This is an optimization exercise on Yosys and OpenROAD, whose aim is small area, not a production implementation. RTL that was checked went through simulation tests only; none was proved equivalent to the original. Power and IR drop assume default switching activity.

Setup of run 1:
==> flow/design.v <==
module apb_slave_mem #(
    parameter logic [31:0] BASE_ADDR   = 32'h8000_0000,
    parameter int unsigned WAIT_CYCLES = 1
) (
    input  logic            clk,
    input  logic            rst,
    input  logic            psel,
    input  logic            penable,
    input  logic            pwrite,
    input  logic [31:0]     paddr,
    input  logic [31:0]     pwdata,
    output logic [31:0]     prdata,
    output logic            pready,
    output logic            pslverr,
    output logic [15:0]     xfer_cnt,
    output logic            fsm_state
);
    localparam logic [3:0] WAIT_LD = 4'(WAIT_CYCLES);
    localparam int unsigned SP = (WAIT_LD == 4'd0) ? 1 : 3;
    logic        state_q;
    logic        ready_q;
    logic        err_q;
    logic [31:0] rdata_q;
    logic        hit_q;
    logic        write_q;
    logic [31:0] wdata_q;
    logic [5:0]  rot_q;     
    logic [5:0]  pos_q;     
    logic [31:0] pdata_q;   
    logic        w1_q;      
    logic        w2_q;      
    logic        w3_q;      
    logic [5:0]  lpos_q;    
    logic        fwd_q;     
    logic        clr1_q;    
    logic        clr2_q;    
    logic        setup, complete, commit, wait_done, ready_nx, state_nx;
    logic        setup_hit;
    logic        rd_hit;
    logic [5:0]  rd_pos;
    logic [31:0] rd_word;
    assign setup_hit = (paddr[31:8] == BASE_ADDR[31:8]);
    assign pready    = ready_q;
    assign pslverr   = err_q;
    assign prdata    = rdata_q;
    assign fsm_state = state_q;
    assign setup    = !state_q && psel && !penable;
    assign complete = state_q && psel && ready_q && penable;
    assign commit   = complete && write_q && hit_q;
    generate
        if (WAIT_LD > 4'd1) begin : g_wait
            logic [3:0] cnt_q;
            always_ff @(posedge clk) begin
                if (rst) cnt_q <= '0;
                else if (setup) cnt_q <= WAIT_LD;
                else if (state_q && (!psel || (!ready_q && cnt_q <= 4'd1))) cnt_q <= '0;
                else if (state_q && !ready_q) cnt_q <= cnt_q - 4'd1;
            end
            assign wait_done = (cnt_q <= 4'd1);
        end else begin : g_nowait
            assign wait_done = 1'b1;
        end
    endgenerate
    always_comb begin
        if (rst) begin
            state_nx = 1'b0;
            ready_nx = 1'b0;
        end else if (!state_q) begin
            state_nx = psel && !penable;
            ready_nx = (WAIT_LD == 4'd0) && psel && !penable;
        end else begin
            state_nx = psel && !(ready_q && penable);
            ready_nx = psel && !(ready_q && penable) && (ready_q || wait_done);
        end
    end
    assign rd_pos = (WAIT_LD == 4'd0 && !state_q) ? paddr[7:2] + rot_q : pos_q;
    assign rd_hit = (WAIT_LD == 4'd0 && !state_q) ? (setup_hit && !pwrite) : (hit_q && !write_q);
    logic [1:0] dly [64];
    always_comb begin
        for (int p = 0; p < 64; p++) begin
            dly[p] = 2'd0;
            for (int d = 2; d >= 0; d--) begin
                if ((((p + 1 + d) % 64) % SP) == 0) dly[p] = 2'(d);
            end
        end
    end
    logic [1:0] cdly;
    logic [5:0] pos_nx;
    assign cdly   = dly[pos_q];
    assign pos_nx = paddr[7:2] + rot_q + 6'd1;
    always_ff @(posedge clk) begin
        if (rst) begin
            state_q  <= 1'b0;
            xfer_cnt <= '0;
            rot_q    <= '0;
        end else begin
            state_q  <= state_nx;
            if (complete) xfer_cnt <= xfer_cnt + 16'd1;
            rot_q    <= rot_q + 6'd1;
        end
        ready_q <= ready_nx;
        err_q   <= ready_nx && !((WAIT_LD == 4'd0 && !state_q) ? setup_hit : hit_q);
        rdata_q <= rd_word;
        clr1_q  <= rst;
        clr2_q  <= clr1_q;
        w1_q    <= !rst && commit && cdly == 2'd1;
        w2_q    <= !rst && commit && cdly == 2'd2;
        w3_q    <= !rst && w2_q;
        pdata_q <= wdata_q;
        if (commit) lpos_q <= pos_q + 6'd1 + 6'(cdly);
        if (!state_q) begin
            pos_q   <= pos_nx;
            hit_q   <= setup_hit;
            write_q <= pwrite;
            wdata_q <= pwdata;
            fwd_q   <= w2_q && (pos_nx + 6'd1 == lpos_q);
        end else begin
            pos_q   <= pos_q + 6'd1;
        end
    end
    logic        clear, land, fwd;
    logic [5:0]  land_pos;
    logic [31:0] mem_wd;
    logic [31:0] rows [64];
    assign clear    = rst || (SP > 1 && clr1_q) || (SP > 2 && clr2_q);
    assign land     = (commit && cdly == 2'd0) || w1_q || w3_q;
    assign land_pos = (w1_q || w3_q) ? lpos_q : pos_q + 6'd1;
    assign mem_wd   = clear ? 32'd0 : (w3_q ? pdata_q : wdata_q);
    assign fwd      = fwd_q && w3_q;
    genvar gi;
    generate
        for (gi = 0; gi < 64; gi++) begin : g_row
            logic [31:0] q, q_nx;
            if (gi % SP == 0 || gi == 63) begin : g_port
                logic load;
                assign load = clear || (land && land_pos == 6'(gi));
                for (genvar b = 0; b < 32; b++) begin : g_bit
                    apb_slave_mem_wsel u_wsel (.keep(!load), .load(load), .q(rows[(gi + 63) % 64][b]), .d(mem_wd[b]), .nx(q_nx[b]));
                end
            end else begin : g_pass
                assign q_nx = rows[(gi + 63) % 64];
            end
            always_ff @(posedge clk) q <= q_nx;
            assign rows[gi] = q;
        end
    endgenerate
    logic        rd_en, rd_ring;
    logic [7:0]  sel_lo, sel_hi;
    logic [63:0] rd_sel;
    logic [2047:0] rows_flat;
    assign rd_en   = ready_nx && rd_hit;
    assign rd_ring = rd_en && !fwd && !(SP == 3 && clr2_q);
    always_comb begin
        for (int k = 0; k < 8; k++) begin
            sel_lo[k] = (rd_pos[2:0] == 3'(k));
            sel_hi[k] = (rd_pos[5:3] == 3'(k)) && rd_ring;
        end
        for (int r = 0; r < 64; r++) begin
            rd_sel[r] = sel_lo[r % 8] && sel_hi[r / 8];
            rows_flat[r*32 +: 32] = rows[r];
        end
    end
    apb_slave_mem_rmux u_rmux (.sel(rd_sel), .rows(rows_flat), .fsel(rd_en && fwd), .fdata(pdata_q), .word(rd_word));
endmodule
module apb_slave_mem_wsel (
    input  logic keep,
    input  logic load,
    input  logic q,
    input  logic d,
    output logic nx
);
    assign nx = (q && keep) || (d && load);
endmodule
module apb_slave_mem_rmux (
    input  logic [63:0]   sel,
    input  logic [2047:0] rows,
    input  logic          fsel,
    input  logic [31:0]   fdata,
    output logic [31:0]   word
);
    genvar b, r;
    generate
        for (b = 0; b < 32; b++) begin : g_col
            logic [63:0] q;
            for (r = 0; r < 64; r++) begin : g_bit
                assign q[r] = rows[r*32 + b];
            end
            apb_slave_mem_rcol u_col (.sel(sel), .q(q), .fsel(fsel), .fq(fdata[b]), .y(word[b]));
        end
    endgenerate
endmodule
module apb_slave_mem_rcol (
    input  logic [63:0] sel,
    input  logic [63:0] q,
    input  logic        fsel,
    input  logic        fq,
    output logic        y
);
    logic [21:0] t;
    genvar g;
    generate
        for (g = 0; g < 21; g++) begin : g_grp
            apb_slave_mem_aoi3 u_aoi (.s(sel[3*g +: 3]), .q(q[3*g +: 3]), .y(t[g]));
        end
    endgenerate
    assign t[21] = !((sel[63] && q[63]) || (fsel && fq));
    assign y = !(&t);
endmodule
module apb_slave_mem_aoi3 (
    input  logic [2:0] s,
    input  logic [2:0] q,
    output logic       y
);
    assign y = !((s[0] && q[0]) || (s[1] && q[1]) || (s[2] && q[2]));
endmodule
Settings: LEC_CHECK=0, CAP_MARGIN=20, CORE_MARGIN=2, CORE_UTILIZATION=60, SLEW_MARGIN=20, SYNTH_HIERARCHICAL=1; clock period 5.0 ns.
standard.sh (not shown) runs the stock make flow with config.mk's settings and CLKGATE_MAP_FILE= SYNTH_SCRIPT=/design/flow/synth_recipe.tcl, a recipe that flattens the netlist after the stock synthesis.
==> flow/flow/run.sh <==
#!/bin/bash
# Own layout flow: the standard ORFS flow (standard.sh), with
#  - clock tree synthesis without dummy loads and with larger sink clusters,
#  - the smallest buffer on the input and output ports.
# Every tool's output goes to flow_*.log in this folder (ORFS's own per-step logs stay under orfs/logs).
set -euo pipefail
export CTS_ARGS="-sink_clustering_enable -repair_clock_nets -dont_use_dummy_load -sink_clustering_size 28 -sink_clustering_max_diameter 120 -buf_list sky130_fd_sc_hd__clkbuf_16"
export BUFFER_PORTS_ARGS="-buffer_cell sky130_fd_sc_hd__buf_1"
bash standard.sh > flow_standard.log 2>&1
Changes in run 2 relative to run 1:
--- a/flow/design.v
+++ b/flow/design.v
@@ -144,24 +144,26 @@
             assign rows[gi] = q;
         end
     endgenerate
     logic        rd_en, rd_ring;
-    logic [7:0]  sel_lo, sel_hi;
-    logic [63:0] rd_sel;
-    logic [2047:0] rows_flat;
+    logic [7:0]  sel_lo_n, sel_hi_n;
+    logic [1023:0] rows_lo, rows_hi;
     assign rd_en   = ready_nx && rd_hit;
     assign rd_ring = rd_en && !fwd && !(SP == 3 && clr2_q);
     always_comb begin
         for (int k = 0; k < 8; k++) begin
-            sel_lo[k] = (rd_pos[2:0] == 3'(k));
-            sel_hi[k] = (rd_pos[5:3] == 3'(k)) && rd_ring;
+            sel_lo_n[k] = !(rd_pos[2:0] == 3'(k));
+            sel_hi_n[k] = !((rd_pos[5:3] == 3'(k)) && rd_ring);
         end
         for (int r = 0; r < 64; r++) begin
-            rd_sel[r] = sel_lo[r % 8] && sel_hi[r / 8];
-            rows_flat[r*32 +: 32] = rows[r];
-        end
-    end
-    apb_slave_mem_rmux u_rmux (.sel(rd_sel), .rows(rows_flat), .fsel(rd_en && fwd), .fdata(pdata_q), .word(rd_word));
+            rows_lo[r*16 +: 16] = rows[r][15:0];
+            rows_hi[r*16 +: 16] = rows[r][31:16];
+        end
+    end
+    apb_slave_mem_rmux u_rmux_lo (.sel_lo_n(sel_lo_n), .sel_hi_n(sel_hi_n), .rows(rows_lo),
+                                  .fsel(rd_en && fwd), .fdata(pdata_q[15:0]), .word(rd_word[15:0]));
+    apb_slave_mem_rmux u_rmux_hi (.sel_lo_n(sel_lo_n), .sel_hi_n(sel_hi_n), .rows(rows_hi),
+                                  .fsel(rd_en && fwd), .fdata(pdata_q[31:16]), .word(rd_word[31:16]));
 endmodule
 module apb_slave_mem_wsel (
     input  logic keep,
     input  logic load,
@@ -171,20 +173,25 @@
 );
     assign nx = (q && keep) || (d && load);
 endmodule
 module apb_slave_mem_rmux (
-    input  logic [63:0]   sel,
-    input  logic [2047:0] rows,
+    input  logic [7:0]    sel_lo_n,
+    input  logic [7:0]    sel_hi_n,
+    input  logic [1023:0] rows,
     input  logic          fsel,
-    input  logic [31:0]   fdata,
-    output logic [31:0]   word
-);
+    input  logic [15:0]   fdata,
+    output logic [15:0]   word
+);
+    logic [63:0] sel;
     genvar b, r;
     generate
-        for (b = 0; b < 32; b++) begin : g_col
+        for (r = 0; r < 64; r++) begin : g_sel
+            assign sel[r] = !(sel_lo_n[r % 8] || sel_hi_n[r / 8]);
+        end
+        for (b = 0; b < 16; b++) begin : g_col
             logic [63:0] q;
             for (r = 0; r < 64; r++) begin : g_bit
-                assign q[r] = rows[r*32 + b];
+                assign q[r] = rows[r*16 + b];
             end
             apb_slave_mem_rcol u_col (.sel(sel), .q(q), .fsel(fsel), .fq(fdata[b]), .y(word[b]));
         end
     endgenerate
## What came out
Looking at uppermost metal layer occupied by signal nets, the met4 result is from run 2; the met5 one comes from run 1.
Compared with run 1, run 2 shows static leakage higher by about 1.1%.
Delta (run 2 minus run 1): headroom to the max-slew limit higher; first-pass GRT wire length has decreased; routed length per instance shrank by 2.6 um.
Going from run 1 to run 2, the number of buffers and inverters on the critical path was found to have gone down by 1.
Comparing run 1 and run 2, the higher critical path depth was measured on run 2.
Run 1 → run 2: synthesized-area fraction occupied by adder cells held steady, design area increased 0.63%.
Total power essentially unchanged between run 2 and run 1.
Xor/xnor share of the synthesized area of run 1 is on par with run 2.
Die area: run 2 vs run 1 up about 1.2%
Run 2 reports a lower share of power burned in the clock network than run 1 does.
In the tables for run 1 and run 2, met2 demand-to-capacity share in global routing reads lower with run 2.
For run 2, only the layout was checked, not whether the RTL still works.

re-timing with driven ports:
No port has a modelled driver above. Below, the same layouts with a new extraction and two added sets of constraints. Step 1 sets driving cells, clkbuf_16 on the clock port and buf_2 on the other inputs (assumed; they add their load-dependent delay and slew). Step 2 adds t to the input delays and takes it off the output delays; t is the mean of the earliest and latest rising clock arrival at the registers after step 1. Input paths then give back, and output paths get back, about the clock's delay inside the block. Slacks: no drivers / after step 1 / after step 2; pairs: no drivers / after step 1.
run	t, ns	setup slack, ns	worst hold slack (ns)	worst data-port slew with drivers (ns)
run 1	0.761	0.746 / 0.746 / 0.315	0.306 / 0.306 / 0.306	0.06
run 2	0.749	0.671 / 0.671 / 0.213	0.279 / 0.279 / 0.279	0.05
After both steps every run listed still meets setup and hold. For run 2, which loses most, drivers alone change the setup slack by 0.000 ns; drivers and shift together by -0.458 ns.
